Source: an optimization exercise on an open RTL-to-GDS flow (aim: small area and a short achievable clock period). Production flows keep margins and buffers that such runs may drop. RTL that was checked went through simulation tests only; none was proved equivalent to the original. Power figures rest on the tool's default switching activity, not on a simulated workload.

==> build 80 <==
==> flow/design.v (excerpt) <==
module frame_packer (
    input  logic                              clk,
    input  logic                              arst_n,
    input  logic                              in_vld,
    input  logic [39:0]                       in_word,
    output logic                              out_vld,
    output logic                              out_sof,
    output logic                              out_eof,
    output logic [31:0]                       out_data,
    output logic [11:0]                       out_meta,
    output logic [15:0]                       drop_cnt
);
    logic [pack_pkg::CHANNELS-1:0]       lane_vld;
    logic                                lane_sof;
    logic                                lane_eof;
    logic [pack_pkg::DATA_W-1:0]         lane_data;
    logic [pack_pkg::PKT_WORDS_MAX-1:0]  lane_len1h;
    logic [pack_pkg::CHANNELS-1:0]       desc_rdy;
    logic [pack_pkg::CHANNELS-1:0]       desc_pop;
    logic [pack_pkg::CHANNELS-1:0]       word_pop;
    logic [pack_pkg::LANE_DEPTH-1:0]     rd_sel;
    logic [pack_pkg::CHANNELS*pack_pkg::DESC_W-1:0]  desc_heads;
    logic [pack_pkg::CHANNELS*pack_pkg::LANE_AW-1:0] rd_ptrs;
    logic [pack_pkg::CHANNELS*pack_pkg::DATA_W-1:0]  rd_words;
    pack_dispatch dispatch0 (
        .clk        (clk),
        .arst_n     (arst_n),
        .in_vld     (in_vld),
        .in_word    (in_word),
        .lane_vld   (lane_vld),
        .lane_sof   (lane_sof),
        .lane_eof   (lane_eof),
        .lane_data  (lane_data),
        .lane_len1h (lane_len1h),
        .drop_cnt   (drop_cnt)
    );
    for (genvar g = 0; g < pack_pkg::CHANNELS; g++) begin : g_lane
        pack_lane lane (
            .clk       (clk),
            .arst_n    (arst_n),
            .word_vld  (lane_vld[g]),
            .word_sof  (lane_sof),
            .word_eof  (lane_eof),
            .word_data (lane_data),
            .len1h     (lane_len1h),
            .word_pop  (word_pop[g]),
            .rd_sel    (rd_sel),
            .rd_word   (rd_words[g*pack_pkg::DATA_W +: pack_pkg::DATA_W]),
            .rd_ptr    (rd_ptrs[g*pack_pkg::LANE_AW +: pack_pkg::LANE_AW]),
            .desc_rdy  (desc_rdy[g]),
            .desc_pop  (desc_pop[g]),
  ...
==> flow/config.mk <==
export PLATFORM = sky130hd
export DESIGN_NAME = frame_packer
export DESIGN_NICKNAME = frame_packer
export VERILOG_FILES = /design/flow/design.v
export SDC_FILE = /design/flow/constraint.sdc
export NUM_CORES = 4
export LEC_CHECK = 0
export CAP_MARGIN = 20
export CORE_MARGIN = 2
export CORE_UTILIZATION = 50
export CTS_CLUSTER_DIAMETER = 80
export CTS_CLUSTER_SIZE = 24
export SETUP_SLACK_MARGIN = 2.3
export SLEW_MARGIN = 20
==> flow/constraint.sdc <==
create_clock -name core_clock -period 5.0 [get_ports {clk}]
set_input_delay 1.0000 -clock core_clock [delete_from_list [all_inputs] [get_ports {clk}]]
set_output_delay 1.0000 -clock core_clock [all_outputs]
set_load 0.01 [all_outputs]
standard.sh (not shown) runs the stock make flow with config.mk's settings and CLKGATE_MAP_FILE= SYNTH_SCRIPT=/design/flow/synth_recipe.tcl, a recipe that flattens the netlist after the stock synthesis.
==> flow/flow/run.sh <==
#!/bin/bash
set -o pipefail
export BUFFER_PORTS_ARGS="-buffer_cell sky130_fd_sc_hd__buf_4"
bash standard.sh > standard.log 2>&1
rc=$?
cp standard.sh standard.sh.txt 2>/dev/null
exit $rc
==> build 25: changes against build 80 <==
--- a/flow/design.v
+++ b/flow/design.v
@@ -111,125 +111,128 @@
     input  logic [pack_pkg::LANE_DEPTH-1:0]     rd_sel,
     output logic [pack_pkg::DATA_W-1:0]         rd_word,
     output logic [pack_pkg::LANE_AW-1:0]        rd_ptr,
     output logic                                desc_rdy,
     input  logic                                desc_pop,
     output logic [pack_pkg::DESC_W-1:0]         desc_head
 );
     logic [pack_pkg::LANE_AW-1:0] wr_ptr;
-    logic [9:1]                   free_lt;     
+    logic [5:0]                   word_free;
+    logic [9:1]                   free_ge;     
     logic [1:0]                   dwr_ptr;
     logic [1:0]                   drd_ptr;
     logic [4:1]                   desc_ge;     
     logic [3:0]                   spkt_words;
     logic [15:8]                  words_ge;    
     logic [3:0]                   spkt_pkts;
     logic [4:0]                   idle_cnt;
     logic                         in_pkt;
     logic                         drop_pkt;
     logic [pack_pkg::PKT_WORDS_MAX-1:0] close_ge;
     logic [pack_pkg::PKT_WORDS_MAX-1:0] over_ge;
-    logic       free_lt10;
-    logic [pack_pkg::LANE_AW-1:0] used_mod;
-    logic [3:0] words_next;
-    logic [3:0] pkts_next;
+    logic       free_ge10;
+    logic       words_ge7;
     logic       word_room;
     logic       desc_room;
     logic       will_close;
     logic       over;
     logic       fits;
     logic       wr_word;
     logic       close_sof;
     logic       close_eof;
     logic       close_tmo;
     logic       desc_wr;
     logic       eof_full;
+    logic [3:0] words_base;
+    logic [3:0] pkts_base;
     logic [pack_pkg::DESC_W-1:0] desc_wdata;
     logic [pack_pkg::LANE_DEPTH-1:0] wr_sel;
     logic [pack_pkg::DESC_DEPTH-1:0] dwr_sel;
     logic [pack_pkg::DESC_DEPTH-1:0] drd_sel;
     always_comb begin
         for (int i = 0; i < pack_pkg::PKT_WORDS_MAX; i++) begin
             close_ge[i] = words_ge[15 - i];                         
             over_ge[i]  = (i == 0) ? 1'b0 : words_ge[16 - i];       
         end
     end
-    assign word_room  = |(len1h & ~free_lt[8:1]);
+    assign word_room  = |(len1h & free_ge[8:1]);
     assign will_close = |(len1h & close_ge);
     assign over       = |(len1h & over_ge);
     assign desc_room  = !desc_ge[4];
-    assign used_mod   = wr_ptr - rd_ptr;
-    assign free_lt10  = free_lt[1] || (used_mod >= pack_pkg::LANE_AW'(23));
-    always_comb begin
-        for (int j = 8; j < 16; j++) begin
-            words_ge[j] = (spkt_words >= 4'(j));
-        end
-    end
+    assign free_ge10  = (word_free >= 6'd10);
+    assign words_ge7  = (spkt_words >= 4'd7);
     assign fits      = word_room && (desc_room || !will_close);
     assign wr_word   = word_vld && (word_sof ? fits : !drop_pkt);
     assign close_sof = word_vld && word_sof && fits && over;
-    always_comb begin
-        if (close_sof) begin
-            words_next = 4'd1;
-            pkts_next  = {3'd0, word_eof};
-        end else begin
-            words_next = wr_word ? spkt_words + 4'd1 : spkt_words;
-            pkts_next  = (wr_word && word_eof) ? spkt_pkts + 4'd1 : spkt_pkts;
-        end
-    end
+    assign words_base = close_sof ? 4'd0 : spkt_words;
+    assign pkts_base  = close_sof ? 4'd0 : spkt_pkts;
     assign close_eof = wr_word && word_eof && !close_sof && words_ge[15];
     assign close_tmo = !word_vld && !in_pkt && (spkt_words != 4'd0) &&
                        (idle_cnt == pack_pkg::TIMEOUT_LAST) && desc_room;
     assign desc_wr   = close_sof || close_eof || close_tmo;
     assign eof_full   = word_vld && word_eof && words_ge[15];
     assign desc_wdata = eof_full ? {4'd15, spkt_pkts}
                                  : {spkt_words - 4'd1, spkt_pkts - 4'd1};
     assign desc_rdy = desc_ge[1];
     always_ff @(posedge clk or negedge arst_n) begin
         if (!arst_n) begin
             wr_ptr     <= '0;
             rd_ptr     <= '0;
-            free_lt    <= '0;
+            word_free  <= 6'd32;
+            free_ge    <= '1;
             dwr_ptr    <= '0;
             drd_ptr    <= '0;
             desc_ge    <= '0;
             spkt_words <= '0;
+            words_ge   <= '0;
             spkt_pkts  <= '0;
             idle_cnt   <= '0;
             in_pkt     <= 1'b0;
             drop_pkt   <= 1'b0;
         end else begin
             if (word_vld) begin
                 in_pkt <= !word_eof;
                 if (word_sof) begin
                     drop_pkt <= !fits;
                 end
             end
             if (close_eof || close_tmo) begin
                 spkt_words <= '0;
                 spkt_pkts  <= '0;
+                words_ge   <= '0;
             end else begin
-                spkt_words <= words_next;
-                spkt_pkts  <= pkts_next;
+                spkt_words <= words_base + {3'd0, wr_word};
+                spkt_pkts  <= pkts_base + {3'd0, wr_word && word_eof};
+                if (close_sof) begin
+                    words_ge <= '0;
+                end else if (wr_word) begin
+                    words_ge <= {words_ge[14:8], words_ge7};
+                end
             end
             if (word_vld || close_tmo || in_pkt || spkt_words == 4'd0) begin
                 idle_cnt <= '0;
             end else if (idle_cnt != pack_pkg::TIMEOUT_LAST) begin
                 idle_cnt <= idle_cnt + 1'b1;
             end
             if (wr_word) begin
                 wr_ptr <= wr_ptr + 1'b1;
             end
             if (word_pop) begin
                 rd_ptr <= rd_ptr + 1'b1;
             end
             case ({wr_word, word_pop})
-                2'b10:   free_lt <= {free_lt10, free_lt[9:2]};
-                2'b01:   free_lt <= {free_lt[8:1], 1'b0};
+                2'b10: begin
+                    word_free <= word_free - 1'b1;
+                    free_ge   <= {free_ge10, free_ge[9:2]};
+                end
+                2'b01: begin
+                    word_free <= word_free + 1'b1;
+                    free_ge   <= {free_ge[8:1], 1'b1};
+                end
                 default: ;
             endcase
             if (desc_wr) begin
                 dwr_ptr <= dwr_ptr + 1'b1;
             end
             if (desc_pop) begin
                 drd_ptr <= drd_ptr + 1'b1;
             end
@@ -237,17 +240,17 @@
                 2'b10:   desc_ge <= {desc_ge[3:1], 1'b1};
                 2'b01:   desc_ge <= {1'b0, desc_ge[4:2]};
                 default: ;
             endcase
         end
     end
     always_comb begin
         for (int i = 0; i < pack_pkg::LANE_DEPTH; i++) begin
-            wr_sel[i] = !free_lt[1] && (wr_ptr == pack_pkg::LANE_AW'(i));
+            wr_sel[i] = free_ge[1] && (wr_ptr == pack_pkg::LANE_AW'(i));
         end
         for (int i = 0; i < pack_pkg::DESC_DEPTH; i++) begin
             dwr_sel[i] = desc_room && (dwr_ptr == 2'(i));
             drd_sel[i] = (drd_ptr == 2'(i));
         end
     end
     pack_fifo #(
         .WIDTH (pack_pkg::DATA_W),
@@ -284,29 +287,25 @@
     output logic                                                 out_vld,
     output logic                                                 out_sof,
     output logic                                                 out_eof,
     output logic [pack_pkg::DATA_W-1:0]                          out_data,
     output logic [11:0]                                          out_meta
 );
     logic                                 sending;
     logic [pack_pkg::CHANNELS-1:0]        rr_1h;       
-    logic [pack_pkg::CHANNELS-1:0]        rr_q;        
     logic [pack_pkg::CHANNELS-1:0]        pick_1h;
     logic [1:0]                           pick;
     logic                                 found;
     logic [3:0]                           remaining;
     logic                                 first;
     logic [pack_pkg::CHANNELS-1:0]        lane_sel;    
-    logic [1:0]                           cur_ch;
-    logic [pack_pkg::DESC_W-1:0]          desc_q;      
     logic [pack_pkg::DESC_W-1:0]          pick_desc;
     logic [pack_pkg::LANE_DEPTH-1:0]      pick_sel;
     logic [pack_pkg::DATA_W-1:0]          cur_word;
-    assign rr_1h = rr_q ^ 4'b0001;
     always_comb begin
         for (int l = 0; l < pack_pkg::CHANNELS; l++) begin
             pick_1h[l] = 1'b0;
             for (int s = 0; s < pack_pkg::CHANNELS; s++) begin
                 logic none_before;
                 none_before = 1'b1;
                 for (int d = 0; d < pack_pkg::CHANNELS; d++) begin
                     if (d < ((l - s + pack_pkg::CHANNELS) % pack_pkg::CHANNELS)) begin
@@ -334,54 +333,52 @@
             end
             cur_word = cur_word |
                        (rd_words[l*pack_pkg::DATA_W +: pack_pkg::DATA_W] & {pack_pkg::DATA_W{lane_sel[l]}});
         end
     end
     always_ff @(posedge clk or negedge arst_n) begin
         if (!arst_n) begin
             sending   <= 1'b0;
-            rr_q      <= '0;
+            rr_1h     <= 4'b0001;
             remaining <= '0;
             first     <= 1'b0;
             out_vld   <= 1'b0;
             out_sof   <= 1'b0;
             out_eof   <= 1'b0;
         end else begin
             out_vld <= sending;
             out_sof <= sending && first;
             out_eof <= sending && (remaining == 4'd0);
             if (!sending) begin
                 if (found) begin
                     sending   <= 1'b1;
-                    rr_q      <= {pick_1h[2:0], pick_1h[3]} ^ 4'b0001;
+                    rr_1h     <= {pick_1h[2:0], pick_1h[3]};
                     remaining <= pick_desc[7:4];
                     first     <= 1'b1;
                 end
             end else begin
                 first     <= 1'b0;
                 remaining <= remaining - 1'b1;
                 if (remaining == 4'd0) begin
                     sending <= 1'b0;
                 end
             end
         end
     end
     always_ff @(posedge clk) begin
         if (!sending) begin
-            rd_sel <= pick_sel;
+            if (found) begin
+                rd_sel   <= pick_sel;
+                lane_sel <= pick_1h;
+                out_meta <= {pick, 5'(pick_desc[7:4]) + 5'd1, 5'(pick_desc[3:0]) + 5'd1};
+            end
         end else begin
             rd_sel <= {rd_sel[pack_pkg::LANE_DEPTH-2:0], rd_sel[pack_pkg::LANE_DEPTH-1]};
         end
-        if (!sending && found) begin
-            lane_sel <= pick_1h;
-            cur_ch   <= pick;
-            desc_q   <= pick_desc;
-        end
-        out_meta <= {cur_ch, 5'(desc_q[7:4]) + 5'd1, 5'(desc_q[3:0]) + 5'd1};
         out_data <= cur_word;
     end
 endmodule
 `timescale 1ns/1ps
 module frame_packer (
     input  logic                              clk,
     input  logic                              arst_n,
     input  logic                              in_vld,
==> flow/run.sh (new file) <==
#!/bin/bash
# synth_recipe.tcl (not shown) runs the flow's synth.tcl, then flattens the netlist and writes it again
# the make line also repeats each setting of config.mk as NAME=value (left out here)
make -C /OpenROAD-flow-scripts/flow DESIGN_CONFIG=/design/flow/config.mk WORK_HOME=/design/flow/orfs CLKGATE_MAP_FILE= SYNTH_SCRIPT=/design/flow/synth_recipe.tcl finish
==> flow/config.mk (replaced) <==
export PLATFORM = sky130hd
export DESIGN_NAME = frame_packer
export DESIGN_NICKNAME = frame_packer
export VERILOG_FILES = /design/flow/design.v
export SDC_FILE = /design/flow/constraint.sdc
export NUM_CORES = 4
export LEC_CHECK = 0
export CAP_MARGIN = 20
export CORE_MARGIN = 2
export CORE_UTILIZATION = 55
export CTS_CLUSTER_DIAMETER = 100
export CTS_CLUSTER_SIZE = 30
export SETUP_SLACK_MARGIN = 2.0
export SLEW_MARGIN = 20
removed: flow/flow/run.sh
removed: flow/standard.sh
==> trial 5: changes against build 80 <==
--- a/flow/design.v
+++ b/flow/design.v
@@ -111,30 +111,31 @@
     input  logic [pack_pkg::LANE_DEPTH-1:0]     rd_sel,
     output logic [pack_pkg::DATA_W-1:0]         rd_word,
     output logic [pack_pkg::LANE_AW-1:0]        rd_ptr,
     output logic                                desc_rdy,
     input  logic                                desc_pop,
     output logic [pack_pkg::DESC_W-1:0]         desc_head
 );
     logic [pack_pkg::LANE_AW-1:0] wr_ptr;
+    logic [5:0]                   word_used;
     logic [9:1]                   free_lt;     
     logic [1:0]                   dwr_ptr;
     logic [1:0]                   drd_ptr;
     logic [4:1]                   desc_ge;     
     logic [3:0]                   spkt_words;
     logic [15:8]                  words_ge;    
     logic [3:0]                   spkt_pkts;
     logic [4:0]                   idle_cnt;
     logic                         in_pkt;
     logic                         drop_pkt;
     logic [pack_pkg::PKT_WORDS_MAX-1:0] close_ge;
     logic [pack_pkg::PKT_WORDS_MAX-1:0] over_ge;
     logic       free_lt10;
-    logic [pack_pkg::LANE_AW-1:0] used_mod;
+    logic       words_ge7;
     logic [3:0] words_next;
     logic [3:0] pkts_next;
     logic       word_room;
     logic       desc_room;
     logic       will_close;
     logic       over;
     logic       fits;
     logic       wr_word;
@@ -152,23 +153,18 @@
             close_ge[i] = words_ge[15 - i];                         
             over_ge[i]  = (i == 0) ? 1'b0 : words_ge[16 - i];       
         end
     end
     assign word_room  = |(len1h & ~free_lt[8:1]);
     assign will_close = |(len1h & close_ge);
     assign over       = |(len1h & over_ge);
     assign desc_room  = !desc_ge[4];
-    assign used_mod   = wr_ptr - rd_ptr;
-    assign free_lt10  = free_lt[1] || (used_mod >= pack_pkg::LANE_AW'(23));
-    always_comb begin
-        for (int j = 8; j < 16; j++) begin
-            words_ge[j] = (spkt_words >= 4'(j));
-        end
-    end
+    assign free_lt10  = (word_used >= 6'd23);
+    assign words_ge7  = (spkt_words >= 4'd7);
     assign fits      = word_room && (desc_room || !will_close);
     assign wr_word   = word_vld && (word_sof ? fits : !drop_pkt);
     assign close_sof = word_vld && word_sof && fits && over;
     always_comb begin
         if (close_sof) begin
             words_next = 4'd1;
             pkts_next  = {3'd0, word_eof};
         end else begin
@@ -183,53 +179,67 @@
     assign eof_full   = word_vld && word_eof && words_ge[15];
     assign desc_wdata = eof_full ? {4'd15, spkt_pkts}
                                  : {spkt_words - 4'd1, spkt_pkts - 4'd1};
     assign desc_rdy = desc_ge[1];
     always_ff @(posedge clk or negedge arst_n) begin
         if (!arst_n) begin
             wr_ptr     <= '0;
             rd_ptr     <= '0;
+            word_used  <= '0;
             free_lt    <= '0;
             dwr_ptr    <= '0;
             drd_ptr    <= '0;
             desc_ge    <= '0;
             spkt_words <= '0;
+            words_ge   <= '0;
             spkt_pkts  <= '0;
             idle_cnt   <= '0;
             in_pkt     <= 1'b0;
             drop_pkt   <= 1'b0;
         end else begin
             if (word_vld) begin
                 in_pkt <= !word_eof;
                 if (word_sof) begin
                     drop_pkt <= !fits;
                 end
             end
             if (close_eof || close_tmo) begin
                 spkt_words <= '0;
                 spkt_pkts  <= '0;
+                words_ge   <= '0;
             end else begin
                 spkt_words <= words_next;
                 spkt_pkts  <= pkts_next;
+                if (close_sof) begin
+                    words_ge <= '0;
+                end else if (wr_word) begin
+                    words_ge <= {words_ge[14:8], words_ge7};
+                end
             end
             if (word_vld || close_tmo || in_pkt || spkt_words == 4'd0) begin
                 idle_cnt <= '0;
             end else if (idle_cnt != pack_pkg::TIMEOUT_LAST) begin
                 idle_cnt <= idle_cnt + 1'b1;
             end
             if (wr_word) begin
                 wr_ptr <= wr_ptr + 1'b1;
             end
             if (word_pop) begin
                 rd_ptr <= rd_ptr + 1'b1;
             end
             case ({wr_word, word_pop})
-                2'b10:   free_lt <= {free_lt10, free_lt[9:2]};
-                2'b01:   free_lt <= {free_lt[8:1], 1'b0};
+                2'b10: begin
+                    word_used <= word_used + 1'b1;
+                    free_lt   <= {free_lt10, free_lt[9:2]};
+                end
+                2'b01: begin
+                    word_used <= word_used - 1'b1;
+                    free_lt   <= {free_lt[8:1], 1'b0};
+                end
                 default: ;
             endcase
             if (desc_wr) begin
                 dwr_ptr <= dwr_ptr + 1'b1;
             end
             if (desc_pop) begin
                 drd_ptr <= drd_ptr + 1'b1;
             end
@@ -291,18 +301,16 @@
     logic [pack_pkg::CHANNELS-1:0]        rr_1h;       
     logic [pack_pkg::CHANNELS-1:0]        rr_q;        
     logic [pack_pkg::CHANNELS-1:0]        pick_1h;
     logic [1:0]                           pick;
     logic                                 found;
     logic [3:0]                           remaining;
     logic                                 first;
     logic [pack_pkg::CHANNELS-1:0]        lane_sel;    
-    logic [1:0]                           cur_ch;
-    logic [pack_pkg::DESC_W-1:0]          desc_q;      
     logic [pack_pkg::DESC_W-1:0]          pick_desc;
     logic [pack_pkg::LANE_DEPTH-1:0]      pick_sel;
     logic [pack_pkg::DATA_W-1:0]          cur_word;
     assign rr_1h = rr_q ^ 4'b0001;
     always_comb begin
         for (int l = 0; l < pack_pkg::CHANNELS; l++) begin
             pick_1h[l] = 1'b0;
             for (int s = 0; s < pack_pkg::CHANNELS; s++) begin
@@ -362,26 +370,24 @@
                 if (remaining == 4'd0) begin
                     sending <= 1'b0;
                 end
             end
         end
     end
     always_ff @(posedge clk) begin
         if (!sending) begin
-            rd_sel <= pick_sel;
+            if (found) begin
+                rd_sel   <= pick_sel;
+                lane_sel <= pick_1h;
+                out_meta <= {pick, 5'(pick_desc[7:4]) + 5'd1, 5'(pick_desc[3:0]) + 5'd1};
+            end
         end else begin
             rd_sel <= {rd_sel[pack_pkg::LANE_DEPTH-2:0], rd_sel[pack_pkg::LANE_DEPTH-1]};
         end
-        if (!sending && found) begin
-            lane_sel <= pick_1h;
-            cur_ch   <= pick;
-            desc_q   <= pick_desc;
-        end
-        out_meta <= {cur_ch, 5'(desc_q[7:4]) + 5'd1, 5'(desc_q[3:0]) + 5'd1};
         out_data <= cur_word;
     end
 endmodule
 `timescale 1ns/1ps
 module frame_packer (
     input  logic                              clk,
     input  logic                              arst_n,
     input  logic                              in_vld,
==> flow/run.sh (new file) <==
#!/bin/bash
# synth_recipe.tcl (not shown) runs the flow's synth.tcl, then flattens the netlist and writes it again
# the make line also repeats each setting of config.mk as NAME=value (left out here)
make -C /OpenROAD-flow-scripts/flow DESIGN_CONFIG=/design/flow/config.mk WORK_HOME=/design/flow/orfs CLKGATE_MAP_FILE= SYNTH_SCRIPT=/design/flow/synth_recipe.tcl finish
--- a/flow/config.mk
+++ b/flow/config.mk
@@ -5,10 +5,10 @@
 export SDC_FILE = /design/flow/constraint.sdc
 export NUM_CORES = 4
 export LEC_CHECK = 0
 export CAP_MARGIN = 20
 export CORE_MARGIN = 2
 export CORE_UTILIZATION = 50
 export CTS_CLUSTER_DIAMETER = 80
 export CTS_CLUSTER_SIZE = 24
-export SETUP_SLACK_MARGIN = 2.3
+export SETUP_SLACK_MARGIN = 2.5
 export SLEW_MARGIN = 20
removed: flow/flow/run.sh
removed: flow/standard.sh
==> run notes <==
The highest clock power belongs to trial 5, the lowest to build 25. Synthesized cell count: build 80 < build 25 < trial 5. Via count, highest first: trial 5, build 80, build 25. Against trial 5, the first-iteration DRC count of build 25 is lower by 12%. In trial 5 the cell area is higher than in build 25, by about 7%.
Only the layout flow was run in build 25; the RTL was not checked for function there.

afterwards: timing with drivers on the ports:
In the flow no input, the clock included, has a driving cell. The finished layouts below were timed again as built, in two steps. Step 1, drivers: a clkbuf_16 drives clk and a buf_2 each remaining input, both assumed. Step 2 moves the port delays by t, midway between the first and last clock arrival at a register: inputs arrive t later, outputs are due t later. That takes back most of the time a late clock gives input paths. a / b / c = no drivers / after step 1 / after step 2; a / b = the first two.
| run | t, ns | setup WS [ns] | hold slack, ns | worst setup path at the end |
|---|---|---|---|---|
| build 80 | 1.052 | 2.093 / 2.093 / 1.994 | 0.124 / 0.044 / 0.462 | input to register |
| build 25 | 1.042 | 1.867 / 1.867 / 1.732 | 0.049 / -0.013 / 0.482 | input to register |
| trial 5 | 1.076 | 2.099 / 2.099 / 1.579 | 0.022 / 0.107 / 0.474 | input to register |
After both steps setup and hold are still met in every run listed. The setup slack of trial 5, which loses most, moves by 0.000 ns with the drivers and by -0.520 ns with both steps.
